From an optimization exercise on the open Yosys and OpenROAD flow, aimed at small area, a short achievable clock period and few clock cycles per item; shortcuts taken in it are not production practice. RTL that was checked went through simulation tests only; none was proved equivalent to the original. Power and IR drop assume default switching activity.

==> flow/design.v (excerpt) <==
module nvme_prp_list_walker_unit (
    input  logic          aclk,
    input  logic          aresetn,
    input  logic          cfg_valid,
    output logic          cfg_ready,
    input  logic [4:0]    cfg_data,      
    input  logic          s_tvalid,
    output logic          s_tready,
    input  logic [223:0]  s_tdata,       
    input  logic          s_tuser,       
    output logic          m_tvalid,
    input  logic          m_tready,
    output logic [95:0]   m_tdata,       
    output logic [1:0]    m_tuser,       
    output logic          m_tlast        
);
    localparam logic [1:0] LEN_ZERO = 2'd0;
    localparam logic [1:0] LEN_PAGE = 2'd1;
    localparam logic [1:0] LEN_LEFT = 2'd2;
    logic [3:0]  sh_reg;
    logic        walking_reg;
    logic        valid_reg;      
    logic        more_reg;       
    logic        sub_reg;        
    logic [31:0] left_reg;
    logic [63:0] fetch_reg;
    logic [23:0] slot_reg;
    logic [63:0] res_addr_reg;
    logic [1:0]  res_kind_reg;
    logic [1:0]  res_len_reg;
    logic [63:0] in_first, in_second, in_entry;
    logic [31:0] in_count;
    logic        is_start;
    logic [15:0] sh_hot;   
    logic [31:0] m_eq0;    
    logic [31:0] m_eq1;    
    logic [31:0] m_lo0;    
    logic [31:0] m_lo1;    
    logic [31:0] m_hi1;    
    logic [31:0] m_hi2;    
    logic [23:0] m_slot;   
    logic [27:0] page;
    logic        l_gt_p;
    logic        slot_ge_last;
    logic        ent_two;      
    logic        ent_fetch;    
    logic [63:0] fetch_inc;
    logic [31:0] left_hi;
    logic [31:0] left_sub_p;
    logic        c_gt_p;
    logic        c_gt_2p;
    logic        c_nz;
    logic        e_zero;
    logic        accept;
    logic        pop;
    logic        next;
    assign in_first  = s_tdata[63:0];
    assign in_second = s_tdata[127:64];
    assign in_count  = s_tdata[159:128];
    assign in_entry  = s_tdata[223:160];
    assign is_start  = (s_tuser == KIND_START);
    always_comb begin
  ...
Size in the first run: ~1300 cells after synthesis, ~200 flip-flops.
clock: 8.5 ns
lec_check: 0
cap_margin: 20
core_margin: 2
core_utilization: 40
slew_margin: 20
standard.sh (not shown) runs the stock make flow with config.mk's settings and CLKGATE_MAP_FILE= SYNTH_SCRIPT=/design/flow/synth_recipe.tcl, a recipe that flattens the netlist after the stock synthesis.
==> flow/flow/run.sh <==
#!/bin/bash
# The standard layout (standard.sh), with: port buffers of the smallest buffer cell,
# the settings below, and (if flow/abc_speed.script exists) that ABC mapping script in
# place of ORFS's. Each tool's output stays in its ORFS log; make's output in standard.log.
set -e
if [ -f flow/abc_speed.script ]; then
  rm -rf orfs_scripts
  cp -r "$FLOW_HOME/scripts" orfs_scripts
  cp flow/abc_speed.script orfs_scripts/abc_speed.script
fi
export BUFFER_PORTS_ARGS="-buffer_cell sky130_fd_sc_hd__buf_1"
bash standard.sh SCRIPTS_DIR=$PWD/orfs_scripts SETUP_SLACK_MARGIN=4.5 finish > standard.log 2>&1
==> flow/flow/abc_speed.script <==
strash
&get -n
&st
&dch
&nf -R 1000
&put
Testbench counts at the start, summed over its fixed seeds: cycles 23,383, items 12,000.
==> next run, changes <==
--- a/flow/flow/run.sh
+++ b/flow/flow/run.sh
@@ -11,2 +11,2 @@
 export BUFFER_PORTS_ARGS="-buffer_cell sky130_fd_sc_hd__buf_1"
-bash standard.sh SCRIPTS_DIR=$PWD/orfs_scripts SETUP_SLACK_MARGIN=4.5 finish > standard.log 2>&1
+bash standard.sh  SETUP_SLACK_MARGIN=4.5 finish > standard.log 2>&1
removed: flow/flow/abc_speed.script
=>
- cell area goes up by about 2.2%
- total power barely changes
- via count grows by 0.53%
- wire length grows by about 0.9%
- combinational power goes up by about 4.5%
- cell count went up by about 4.5%
- sequential power stays flat
- global-route usage fell by 1.6 points
- clock skew shrinks by 0.0090 ns
- maximum frequency went up by about 1.5%

---

nvme_prp_list_walker_unit, a different RTL version from the one above (not shown whole).
Size: ~1,500 cells after synthesis, ~340 I/O pins, ~0.013 sq mm of cells after synthesis.
Design nvme_prp_list_walker_unit, start of the top module:
module nvme_prp_list_walker_unit (
    input  logic          aclk,
    input  logic          aresetn,
    input  logic          cfg_valid,
    output logic          cfg_ready,
    input  logic [4:0]    cfg_data,      
    input  logic          s_tvalid,
    output logic          s_tready,
    input  logic [223:0]  s_tdata,       
    input  logic          s_tuser,       
    output logic          m_tvalid,
    input  logic          m_tready,
    output logic [95:0]   m_tdata,       
    output logic [1:0]    m_tuser,       
    output logic          m_tlast        
);
clock: 8.5 ns
lec_check: 0
cap_margin: 20
core_margin: 2
core_utilization: 40
slew_margin: 20
==> flow/flow/run.sh <==
#!/bin/bash
# The standard layout (standard.sh), with: port buffers of the smallest buffer cell,
# the settings below, and (if flow/abc_speed.script exists) that ABC mapping script in
# place of ORFS's. Each tool's output stays in its ORFS log; make's output in standard.log.
set -e
if [ -f flow/abc_speed.script ]; then
  rm -rf orfs_scripts
  cp -r "$FLOW_HOME/scripts" orfs_scripts
  cp flow/abc_speed.script orfs_scripts/abc_speed.script
fi
export BUFFER_PORTS_ARGS="-buffer_cell sky130_fd_sc_hd__buf_1"
bash standard.sh  SETUP_SLACK_MARGIN=4.0 finish > standard.log 2>&1
The baseline ran to the end with violations: setup timing.
Rerun with:
--- a/flow/flow/run.sh
+++ b/flow/flow/run.sh
@@ -12 +12 @@
-bash standard.sh  SETUP_SLACK_MARGIN=4.0 finish > standard.log 2>&1
+bash standard.sh SCRIPTS_DIR=$PWD/orfs_scripts SETUP_SLACK_MARGIN=4.5 finish > standard.log 2>&1
==> flow/flow/abc_speed.script (new file) <==
strash
&get -n
&st
&dch
&nf -R 1000
&put
After rerunning: The changed run completed, yet does not pass: setup timing; global-route usage goes up by 0.22 points; die area goes down by 11%; count of clock-buffer cells in the layout goes up by 2; final area goes up by 0.52%; final cell count goes down by 5.6%.
Rerun with:
--- a/flow/flow/run.sh
+++ b/flow/flow/run.sh
@@ -12 +12 @@
-bash standard.sh SCRIPTS_DIR=$PWD/orfs_scripts SETUP_SLACK_MARGIN=4.5 finish > standard.log 2>&1
+bash standard.sh  SETUP_SLACK_MARGIN=4.5 finish > standard.log 2>&1
removed: flow/flow/abc_speed.script
The changed run completed and failed the layout checks on setup timing.
Fmax goes up by 0.35%.
Wire length goes up by 7.7%.
Final cell count goes up by 6.2%.
Register-to-register slack is better by 0.04 ns.
Utilization goes down by 5.4 points.
Total power is about the same.
Clock skew is about the same.
Hold slack is worse by 0.012 ns.
Function was not checked in any run of this note: the RTL went through the layout flow alone.

---

== rev 12 ==
Another version of the RTL of nvme_prp_list_walker_unit (not shown whole).
For scale: about 1400 cells after synthesis, roughly 140 flip-flops, about 340 I/O pins, ~0.011 mm2 of cells after synthesis.
clock: 8.5 ns
lec_check: 0
cap_margin: 20
core_margin: 2
core_utilization: 40
slew_margin: 20
==> flow/flow/run.sh <==
#!/bin/bash
# The standard layout (standard.sh), with: port buffers of the smallest buffer cell,
# the settings below, and (if flow/abc_speed.script exists) that ABC mapping script in
# place of ORFS's. Each tool's output stays in its ORFS log; make's output in standard.log.
set -e
if [ -f flow/abc_speed.script ]; then
  rm -rf orfs_scripts
  cp -r "$FLOW_HOME/scripts" orfs_scripts
  cp flow/abc_speed.script orfs_scripts/abc_speed.script
fi
export BUFFER_PORTS_ARGS="-buffer_cell sky130_fd_sc_hd__buf_1"
bash standard.sh  SETUP_SLACK_MARGIN=4.5 finish > standard.log 2>&1
Rev 12 was carried through to the last stage, and its layout satisfied the timing, DRC and antenna checks.
> inputs changed (rev 12 -> rev 13)
-- flow/flow/run.sh --
<<< rev 12, line 10
fi
export BUFFER_PORTS_ARGS="-buffer_cell sky130_fd_sc_hd__buf_1"
bash standard.sh  SETUP_SLACK_MARGIN=4.5 finish > standard.log 2>&1
>>> rev 13, line 10
fi
export BUFFER_PORTS_ARGS="-buffer_cell sky130_fd_sc_hd__buf_1"
bash standard.sh  SETUP_SLACK_MARGIN=4.0 finish > standard.log 2>&1
==> run summary <==
In the metrics for rev 12 and rev 13, the one carrying the higher fraction of the core area covered by cells at the end of the flow is rev 12. Between rev 12 and rev 13, the flow reports via count decreasing slightly. Cmp rev 13 vs rev 12: violation count after the first detailed-routing iteration lower in rev 13. Relative to rev 12, clock power share increased by 0.9 points in rev 13. Side by side, power turned out lower in rev 13 than in rev 12.
No functional check of the RTL was part of any run of this note.

---

the previous run:
nvme_prp_list_walker_unit, a different RTL version from the one above (not shown whole).
For scale: ~1,500 cells after synthesis, ~200 flip-flops, about 0.013 sq mm of cells after synthesis.
export LEC_CHECK = 0
export CAP_MARGIN = 20
export CORE_MARGIN = 2
export CORE_UTILIZATION = 40
export SLEW_MARGIN = 20
create_clock -name core_clock -period 8.5 [get_ports {aclk}]
==> flow/flow/run.sh <==
#!/bin/bash
# The standard layout (standard.sh), with: port buffers of the smallest buffer cell,
# the settings below, and (if flow/abc_speed.script exists) that ABC mapping script in
# place of ORFS's. Each tool's output stays in its ORFS log; make's output in standard.log.
set -e
if [ -f flow/abc_speed.script ]; then
  rm -rf orfs_scripts
  cp -r "$FLOW_HOME/scripts" orfs_scripts
  cp flow/abc_speed.script orfs_scripts/abc_speed.script
fi
export BUFFER_PORTS_ARGS="-buffer_cell sky130_fd_sc_hd__buf_1"
bash standard.sh  SETUP_SLACK_MARGIN=4.5 CTS_BUF_LIST=sky130_fd_sc_hd__clkbuf_8 finish > standard.log 2>&1
#### Input delta (the current run over the previous run)
diff --git a/flow/flow/run.sh b/flow/flow/run.sh
--- a/flow/flow/run.sh
+++ b/flow/flow/run.sh
@@ -10,3 +10,3 @@
 fi
 export BUFFER_PORTS_ARGS="-buffer_cell sky130_fd_sc_hd__buf_1"
-bash standard.sh  SETUP_SLACK_MARGIN=4.5 CTS_BUF_LIST=sky130_fd_sc_hd__clkbuf_8 finish > standard.log 2>&1
+bash standard.sh  SETUP_SLACK_MARGIN=4.5 finish > standard.log 2>&1
==> run summary <==
The previous run → the current run: relative area change from synthesis to final layout went up by 1.4 points; number of rows created at floorplan was more or less identical.
Higher max-slew headroom at the worst pin was reported by the previous run, not the current run.
Every stage of the flow completed for the current run, and the final layout passed the timing, DRC and antenna checks.
The previous run and the current run ended up with nearly the same share of cells above drive strength 1.
| power after layout | higher: the current run |
Diff the previous run..the current run | fraction of the cycle the final worst path needs | negligible
Sort the previous run and the current run by average vias per placed instance, ascending, and the current run comes first.
The current run vs. the previous run: critical path depth was more or less identical; clock share of power went up by 5.8 points; global routing met2 resource utilization went up by 0.33 points.
The current run: clock distribution area overhead in the final layout 1.2 points above the previous run
No functional check of the RTL was part of any run of this note.

==> static timing again, ports no longer ideal <==
No port has a modelled driver above. Below, the same layouts with a new extraction and two added sets of constraints.
Step 1, drivers: a clkbuf_16 drives aclk and a buf_2 each remaining input, both assumed.
Step 2 adds t to the input delays and takes it off the output delays; t is the mean of the earliest and latest rising clock arrival at the registers after step 1. Input paths then give back, and output paths get back, about the clock's delay inside the block.
a / b / c = ideal ports / drivers / drivers and shift; a / b = the first two.
run | t (ns) | setup slack, ns | worst setup path at the end | latest minus earliest clock arrival (ns)
the first run of note 1 | 0.488 | 4.494 / 4.447 / 4.196 | input to register | 0.023 / 0.022
the second run of note 1 | 0.506 | 4.552 / 4.505 / 4.178 | input to register | 0.013 / 0.013
the first run of note 2 | 0.488 | -1.698 / -1.698 / -1.698 | register to register | 0.011 / 0.011
the second run of note 2 | 0.485 | -1.678 / -1.678 / -1.678 | register to register | 0.012 / 0.012
the third run of note 2 | 0.495 | -1.643 / -1.643 / -1.643 | register to register | 0.011 / 0.011
rev 12 | 0.466 | 4.406 / 4.369 / 4.369 | input to output | 0.013 / 0.013
rev 13 | 0.473 | 3.944 / 3.892 / 4.048 | input to output | 0.016 / 0.016
the previous run | 0.555 | 4.522 / 4.497 / 4.073 | input to register | 0.023 / 0.024
the current run | 0.511 | 4.522 / 4.497 / 4.176 | input to register | 0.020 / 0.020
The setup slack of the previous run, which loses most, moves by -0.025 ns with the drivers and by -0.449 ns with both steps.
